What follows belongs to an exercise in optimizing a design on an open flow for small area, a short achievable clock period and few clock cycles per item; a production flow would make more cautious choices.
RTL that was checked went through simulation tests only; none was proved equivalent to the original.
Power and IR drop assume default switching activity.

==> inputs of onyx <==
==> flow/design.v <==
`timescale 1ns/100ps
package conv_pkg;
    typedef logic signed [7:0] int8_t;
    typedef logic [16-1:0] bf16_t;
    typedef logic [9:0] smag_t;
    typedef logic [4*16-1:0] chunk_t;
    function automatic smag_t step1(input logic [7:0] v);
        logic [6:0] m;
        m = v[7] ? ((v[6:0] == 7'd0) ? 7'h7F : (~v[6:0] + 7'd1)) : v[6:0];
        step1 = {2'b00, v[7], m};
    endfunction
    function automatic smag_t step2(input smag_t t);
        logic z4;
        z4 = (t[6:3] == 4'd0);
        step2 = {1'b0, z4, t[7], z4 ? {t[2:0], 4'd0} : t[6:0]};
    endfunction
    function automatic smag_t step3(input smag_t t);
        logic z2;
        z2 = (t[6:5] == 2'd0);
        step3 = {z2, t[8], t[7], z2 ? {t[4:0], 2'd0} : t[6:0]};
    endfunction
    function automatic smag_t step4(input smag_t t);
        logic z1;
        z1 = !t[6];
        step4 = {t[9], t[8], t[7], z1, z1 ? {t[4:0], 1'b0} : t[5:0]};
    endfunction
    function automatic bf16_t finish(input smag_t t);
        logic z4, z2, z1, s;
        logic [7:0] e;
        z2 = t[9]; z4 = t[8]; s = t[7]; z1 = t[6];
        e[7]   = !(z4 && z2);
        e[6:3] = {4{z4 && z2 && !z1}};
        e[2]   = !(z4 ^ z2) && !(z4 && z2 && z1);
        e[1]   = z2 && !(z4 && z1);
        e[0]   = !z1;
        finish = {s, e, t[5:0], 1'b0};
    endfunction
    function automatic smag_t steps(input smag_t t, input int from, input int to);
        smag_t r;
        r = t;
        if (from < 2 && to >= 2) r = step2(r);
        if (from < 3 && to >= 3) r = step3(r);
        if (from < 4 && to >= 4) r = step4(r);
        steps = r;
    endfunction
endpackage
`timescale 1ns/100ps
module int8_to_smag #(parameter int CUT = 2)
(
    input  conv_pkg::int8_t value,
    output conv_pkg::smag_t smag
);
    assign smag = conv_pkg::steps(conv_pkg::step1(value), 1, CUT);
endmodule
module smag_to_bf16 #(parameter int CUT = 2)
(
    input  conv_pkg::smag_t smag,
    output conv_pkg::bf16_t result
);
    assign result = conv_pkg::finish(conv_pkg::steps(smag, CUT, 4));
endmodule
`timescale 1ns/100ps
module line_assembler
(
    input  logic                  half_sel,
    input  logic [64-1:0] mem_data_in,
    output conv_pkg::smag_t [3:0] smag
);
    logic [64/2-1:0] half;
    assign half = half_sel ? mem_data_in[64-1:64/2]
                           : mem_data_in[64/2-1:0];
    for (genvar i = 0; i < 4; i++) begin : g_lane
        int8_to_smag u_smag (
            .value (half[i*8 +: 8]),
            .smag  (smag[i])
        );
    end
endmodule
`timescale 1ns/100ps
module tile_buffer
(
    input  logic                  clk,
    input  conv_pkg::smag_t [3:0] smag_in,
    output logic [64-1:0] res_data_out
);
    conv_pkg::smag_t [3:0] smag_q;
    always_ff @(posedge clk)
        smag_q <= smag_in;
    for (genvar i = 0; i < 4; i++) begin : g_lane
        smag_to_bf16 u_conv (
            .smag   (smag_q[i]),
            .result (res_data_out[i*16 +: 16])
        );
    end
endmodule
`timescale 1ns/100ps
module tile_word_counter
(
    input  logic       clk,
    input  logic       rd_active,
    output logic [5:0] rd_word,
    output logic [5:0] wr_word,
    output logic       rd_last
);
    logic [6:0] seq;
    logic       fb;
    assign fb = seq[5] ^ seq[4] ^ (seq[4:0] == 5'd0);
    always_ff @(posedge clk) begin
        if (!rd_active)
            seq <= '0;
        else
            seq <= {seq[5:0], fb};
    end
    assign rd_word = seq[5:0];
    assign wr_word = seq[6:1];
    assign rd_last = (seq[5:0] == 6'b100000);
endmodule
`timescale 1ns/100ps
module tile_ctrl_fsm
(
    input  logic     clk,
    input  logic     rst,
    input  logic     comp_enb,
    input  logic     rd_last,
    output logic     rd_active,
    output logic     wr_active,
    output logic     busy,
    output logic     done
);
    always_ff @(posedge clk) begin
        if (rst) begin
            rd_active <= 1'b0;
            wr_active <= 1'b0;
        end else begin
            if (rd_active)
                rd_active <= !rd_last;
            else
                rd_active <= comp_enb && !wr_active;    
            wr_active <= rd_active;
        end
    end
    assign busy = rd_active;
    assign done = wr_active && !rd_active;    
endmodule
`timescale 1ns/100ps
module tile_convert_top
(
    input  logic                   clk,
    input  logic                   rst,
    input  logic                   comp_enb,
    output logic                   busy,
    output logic                   done,
    output logic [16-1:0] mem_addr,
    output logic                   mem_read_enb,
    input  logic [64-1:0]  mem_data_in,
    output logic [16-1:0] res_addr,
    output logic [64-1:0]  res_data_out,
    output logic                   res_write_enb
);
    logic                  rd_active;
    logic                  wr_active;
    logic                  rd_last;
    logic [5:0]            rd_word;
    logic [5:0]            wr_word;
    conv_pkg::smag_t [3:0] smag;
    tile_ctrl_fsm u_fsm (
        .clk       (clk),
        .rst       (rst),
        .comp_enb  (comp_enb),
        .rd_last   (rd_last),
        .rd_active (rd_active),
        .wr_active (wr_active),
        .busy      (busy),
        .done      (done)
    );
    tile_word_counter u_counter (
        .clk       (clk),
        .rd_active (rd_active),
        .rd_word   (rd_word),
        .wr_word   (wr_word),
        .rd_last   (rd_last)
    );
    line_assembler u_assembler (
        .half_sel    (rd_word[0]),
        .mem_data_in (mem_data_in),
        .smag        (smag)
    );
    tile_buffer u_buffer (
        .clk          (clk),
        .smag_in      (smag),
        .res_data_out (res_data_out)
    );
    assign mem_addr      = {11'd0, rd_word[5:1]};
    assign res_addr      = {10'd0, wr_word};
    assign mem_read_enb  = rd_active;
    assign res_write_enb = wr_active;
endmodule
==> flow/flow/run.sh <==
#!/bin/bash
# Standard layout with these changes:
#  - synthesis maps the logic with ABC's area script replaced by abc.script,
#    and without the adder extraction (ADDER_MAP_FILE empty); everything else,
#    register names included, is the standard synthesis; the run stops with
#    an error if its registers differ from the standard synthesis's;
#  - the port buffers are made from the smallest buffer cell;
#  - clock tree synthesis inserts no dummy loads and uses clkbuf_4 only;
#  - one tie cell drives all constant outputs.
# Each tool's output goes to a log of its own in this folder.
set -euo pipefail
here=$(pwd)
res=$here/orfs/results/$FLOW_PLATFORM/tile_convert_top/base

# The standard synthesis, kept for its registers
bash standard.sh synth > synth_standard.log 2>&1
cp $res/1_2_yosys.v $here/standard_synth.v
rm -rf $here/orfs

# ORFS's scripts with the area ABC script replaced
cp -r $FLOW_HOME/scripts $here/scripts
cp $here/flow/abc.script $here/scripts/abc_area.script
bash standard.sh synth SCRIPTS_DIR=$here/scripts ABC_AREA=1 ADDER_MAP_FILE= > synth.log 2>&1
python3 $here/flow/sameregs.py $here/standard_synth.v $res/1_2_yosys.v > sameregs.log 2>&1

export BUFFER_PORTS_ARGS="-buffer_cell sky130_fd_sc_hd__buf_1"
export CTS_ARGS="-sink_clustering_enable -repair_clock_nets -dont_use_dummy_load -buf_list {sky130_fd_sc_hd__clkbuf_4 sky130_fd_sc_hd__clkbuf_8}"
export SKIP_REPAIR_TIE_FANOUT=1
bash standard.sh finish > standard.log 2>&1
==> flow/flow/abc.script <==
strash
dch -f
amap
==> flow/flow/sameregs.py <==
# sameregs.py A.v B.v: exit 0 when both netlists hold the same flip-flops
# (instance names and cell types), else 1.
import re, sys
def regs(path):
    text = open(path).read()
    return sorted(re.findall(r'^\s*(sky130_fd_sc_hd__(?:df|edf|sdf|dl)\w*)\s+(\\\S+|\w+)\s*\(', text, re.M), key=lambda t: t[1])
a, b = regs(sys.argv[1]), regs(sys.argv[2])
print(f"{len(a)} registers in {sys.argv[1]}, {len(b)} in {sys.argv[2]}")
if a != b:
    for x in sorted(set(a) ^ set(b))[:20]:
        print("differs:", x)
    sys.exit(1)
print("same registers")
==> flow/standard.sh <==
#!/bin/bash
# synth_recipe.tcl (not shown) runs the flow's synth.tcl, then flattens the netlist and writes it again
# the make line also repeats each setting of config.mk as NAME=value (left out here)
make -C /OpenROAD-flow-scripts/flow DESIGN_CONFIG=/design/flow/config.mk WORK_HOME=/design/flow/orfs CLKGATE_MAP_FILE= SYNTH_SCRIPT=/design/flow/synth_recipe.tcl "${@:-finish}"
==> flow/config.mk <==
export PLATFORM = sky130hd
export DESIGN_NAME = tile_convert_top
export DESIGN_NICKNAME = tile_convert_top
export VERILOG_FILES = /design/flow/design.v
export SDC_FILE = /design/flow/constraint.sdc
export NUM_CORES = 4
export LEC_CHECK = 0
export CAP_MARGIN = 20
export CORE_MARGIN = 2
export CORE_UTILIZATION = 40
export SETUP_SLACK_MARGIN = 4.5
export SLEW_MARGIN = 20
==> flow/constraint.sdc <==
create_clock -name core_clock -period 8.0 [get_ports {clk}]
set_input_delay 1.6000 -clock core_clock [delete_from_list [all_inputs] [get_ports {clk}]]
set_output_delay 1.6000 -clock core_clock [all_outputs]
set_load 0.01 [all_outputs]
==> violet: changes against onyx <==
==> flow/design.v (replaced) <==
`timescale 1ns/100ps
package conv_pkg;
    typedef logic signed [7:0] int8_t;
    typedef logic [16-1:0] bf16_t;
    typedef logic [7:0] smag_t;
    typedef logic [11:0] bf16_reg_t;
endpackage
`timescale 1ns/100ps
module int8_to_smag
(
    input  conv_pkg::int8_t value,
    output conv_pkg::smag_t smag
);
    logic       s;
    logic [6:0] x;
    logic [6:0] below;    
    assign s = value[7];
    assign x = {value[6:1], value[0] | (s & ~|value[6:1])};
    assign below[0] = 1'b0;
    for (genvar i = 1; i < 7; i++) begin : g_below
        assign below[i] = below[i-1] | x[i-1];
    end
    assign smag = {s, x ^ ({7{s}} & below)};
endmodule
module smag_to_bf16
(
    input  conv_pkg::smag_t     smag,
    output conv_pkg::bf16_reg_t result
);
    logic       s, z4, z2, z1;
    logic [6:0] m, a, b;
    logic [5:0] c;
    logic [7:0] e;
    assign {s, m} = smag;
    assign z4 = (m[6:3] == 4'd0);
    assign a  = z4 ? {m[2:0], 4'd0} : m;
    assign z2 = (a[6:5] == 2'd0);
    assign b  = z2 ? {a[4:0], 2'd0} : a;
    assign z1 = !b[6];
    assign c  = z1 ? {b[4:0], 1'b0} : b[5:0];
    assign e[7]   = !(z4 && z2);
    assign e[6:3] = {4{z4 && z2 && !z1}};
    assign e[2]   = !(z4 ^ z2) && !(z4 && z2 && z1);
    assign e[1]   = z2 && !(z4 && z1);
    assign e[0]   = !z1;
    assign result = {s, e[7], e[3], e[2:0], c};
endmodule
`timescale 1ns/100ps
module line_assembler
(
    input  logic                  clk,
    input  logic                  half_sel,
    input  logic [64-1:0] mem_data_in,
    output conv_pkg::smag_t [3:0] smag_q
);
    logic [64/2-1:0] word_half;
    conv_pkg::smag_t [3:0]   smag;
    assign word_half = half_sel ? mem_data_in[64-1:64/2]
                                : mem_data_in[64/2-1:0];
    for (genvar i = 0; i < 4; i++) begin : g_lane
        int8_to_smag u_smag (
            .value (word_half[i*8 +: 8]),
            .smag  (smag[i])
        );
    end
    always_ff @(posedge clk)
        smag_q <= smag;
endmodule
`timescale 1ns/100ps
module tile_buffer
(
    input  logic                  clk,
    input  conv_pkg::smag_t [3:0] smag_q,
    output logic [64-1:0] res_data_out
);
    conv_pkg::bf16_reg_t [3:0] conv;
    conv_pkg::bf16_reg_t [3:0] conv_q;
    for (genvar i = 0; i < 4; i++) begin : g_lane
        smag_to_bf16 u_conv (
            .smag   (smag_q[i]),
            .result (conv[i])
        );
        assign res_data_out[i*16 +: 16] =
            {conv_q[i][11:10], {4{conv_q[i][9]}}, conv_q[i][8:0], 1'b0};
    end
    always_ff @(posedge clk)
        conv_q <= conv;
endmodule
`timescale 1ns/100ps
module tile_word_counter
(
    input  logic       clk,
    input  logic       rd_active,
    input  logic       cv_active,
    output logic [5:0] rd_word,
    output logic [5:0] wr_word,
    output logic       rd_last
);
    logic [7:0] seq;
    logic       fb;
    assign fb = seq[5] ^ seq[4] ^ (seq[4:0] == 5'd0);
    always_ff @(posedge clk) begin
        if (!rd_active && !cv_active)
            seq <= '0;
        else
            seq <= {seq[6:0], fb};
    end
    assign rd_word = seq[5:0];
    assign wr_word = seq[7:2];
    assign rd_last = (seq[5:0] == 6'b100000);
endmodule
`timescale 1ns/100ps
module tile_ctrl_fsm
(
    input  logic     clk,
    input  logic     rst,
    input  logic     comp_enb,
    input  logic     rd_last,
    output logic     rd_active,
    output logic     cv_active,
    output logic     wr_active,
    output logic     busy,
    output logic     done
);
    always_ff @(posedge clk) begin
        if (rst) begin
            rd_active <= 1'b0;
            cv_active <= 1'b0;
            wr_active <= 1'b0;
        end else begin
            if (rd_active)
                rd_active <= !rd_last;
            else
                rd_active <= comp_enb && !cv_active && !wr_active;    
            cv_active <= rd_active;
            wr_active <= cv_active;
        end
    end
    assign busy = rd_active || cv_active;
    assign done = wr_active && !cv_active;    
endmodule
`timescale 1ns/100ps
module tile_convert_top
(
    input  logic                   clk,
    input  logic                   rst,
    input  logic                   comp_enb,
    output logic                   busy,
    output logic                   done,
    output logic [16-1:0] mem_addr,
    output logic                   mem_read_enb,
    input  logic [64-1:0]  mem_data_in,
    output logic [16-1:0] res_addr,
    output logic [64-1:0]  res_data_out,
    output logic                   res_write_enb
);
    logic                  rd_active;
    logic                  cv_active;
    logic                  wr_active;
    logic                  rd_last;
    logic [5:0]            rd_word;
    logic [5:0]            wr_word;
    conv_pkg::smag_t [3:0] smag_q;
    tile_ctrl_fsm u_fsm (
        .clk       (clk),
        .rst       (rst),
        .comp_enb  (comp_enb),
        .rd_last   (rd_last),
        .rd_active (rd_active),
        .cv_active (cv_active),
        .wr_active (wr_active),
        .busy      (busy),
        .done      (done)
    );
    tile_word_counter u_counter (
        .clk       (clk),
        .rd_active (rd_active),
        .cv_active (cv_active),
        .rd_word   (rd_word),
        .wr_word   (wr_word),
        .rd_last   (rd_last)
    );
    line_assembler u_assembler (
        .clk         (clk),
        .half_sel    (rd_word[0]),
        .mem_data_in (mem_data_in),
        .smag_q      (smag_q)
    );
    tile_buffer u_buffer (
        .clk          (clk),
        .smag_q       (smag_q),
        .res_data_out (res_data_out)
    );
    assign mem_addr      = {11'd0, rd_word[5:1]};
    assign res_addr      = {10'd0, wr_word};
    assign mem_read_enb  = rd_active;
    assign res_write_enb = wr_active;
endmodule
--- a/flow/flow/run.sh
+++ b/flow/flow/run.sh
@@ -1,3 +1,3 @@
 #!/bin/bash
-# Standard layout with these changes:
+# Standard layout with three changes:
 #  - synthesis maps the logic with ABC's area script replaced by abc.script,
@@ -6,5 +6,3 @@
 #    an error if its registers differ from the standard synthesis's;
-#  - the port buffers are made from the smallest buffer cell;
-#  - clock tree synthesis inserts no dummy loads and uses clkbuf_4 only;
-#  - one tie cell drives all constant outputs.
+#  - the port buffers are made from the smallest buffer cell.
 # Each tool's output goes to a log of its own in this folder.
@@ -26,4 +24,3 @@
 export BUFFER_PORTS_ARGS="-buffer_cell sky130_fd_sc_hd__buf_1"
-export CTS_ARGS="-sink_clustering_enable -repair_clock_nets -dont_use_dummy_load -buf_list {sky130_fd_sc_hd__clkbuf_4 sky130_fd_sc_hd__clkbuf_8}"
-export SKIP_REPAIR_TIE_FANOUT=1
+export CTS_ARGS="-sink_clustering_enable -repair_clock_nets -dont_use_dummy_load"
 bash standard.sh finish > standard.log 2>&1
Settings changed: SETUP_SLACK_MARGIN 4.5 to 5.
==> amber: changes against onyx <==
--- a/flow/flow/run.sh
+++ b/flow/flow/run.sh
@@ -26,3 +26,3 @@
 export BUFFER_PORTS_ARGS="-buffer_cell sky130_fd_sc_hd__buf_1"
-export CTS_ARGS="-sink_clustering_enable -repair_clock_nets -dont_use_dummy_load -buf_list {sky130_fd_sc_hd__clkbuf_4 sky130_fd_sc_hd__clkbuf_8}"
+export CTS_ARGS="-sink_clustering_enable -repair_clock_nets -dont_use_dummy_load -buf_list sky130_fd_sc_hd__clkbuf_4"
 export SKIP_REPAIR_TIE_FANOUT=1
Settings changed: CORE_UTILIZATION 40 to 65.
==> notes <==
Against violet, the critical path depth of amber is lower by 6. In onyx the utilization is lower than in amber, by 30 points. Of onyx and amber, amber has the higher sequential power (gap about 2%, measured against amber). Against onyx, the clock skew of amber is higher by 6.9 ps.
Testbench counts of onyx, summed over its fixed seeds: cycles 4,224, tiles 64.
Testbench counts of amber, summed over its fixed seeds: cycles 4,224, tiles 64.
Only the layout flow was run in violet; the RTL was not checked for function there.

separate check: timing with driven ports:
The flow's constraints put no driver on any port. The routed layouts listed below were extracted and timed again, unchanged, in two steps. Step 1: set_driving_cell puts a clkbuf_16 on clk and a buf_2 on each other input, an assumption about the parent block. Step 2, shift: input delay + t, output delay - t, t = (earliest + latest rising clock arrival at the registers) / 2. This alone moves slack from input paths to output paths. Three values: ideal ports, drivers, drivers and shift; two values: the first two.
run | t, ns | slack for setup (ns) | worst setup path at the end | cell pins on the clock port's net
onyx | 0.310 | 4.689 / 4.662 / 4.425 | input to register | 1
violet | 0.372 | 5.058 / 5.066 / 4.694 | input to register | 1
amber | 0.365 | 4.662 / 4.636 / 4.381 | input to register | 1
After both steps every run listed still meets setup and hold. For violet, which loses most, drivers alone change the setup slack by +0.008 ns; drivers and shift together by -0.364 ns.
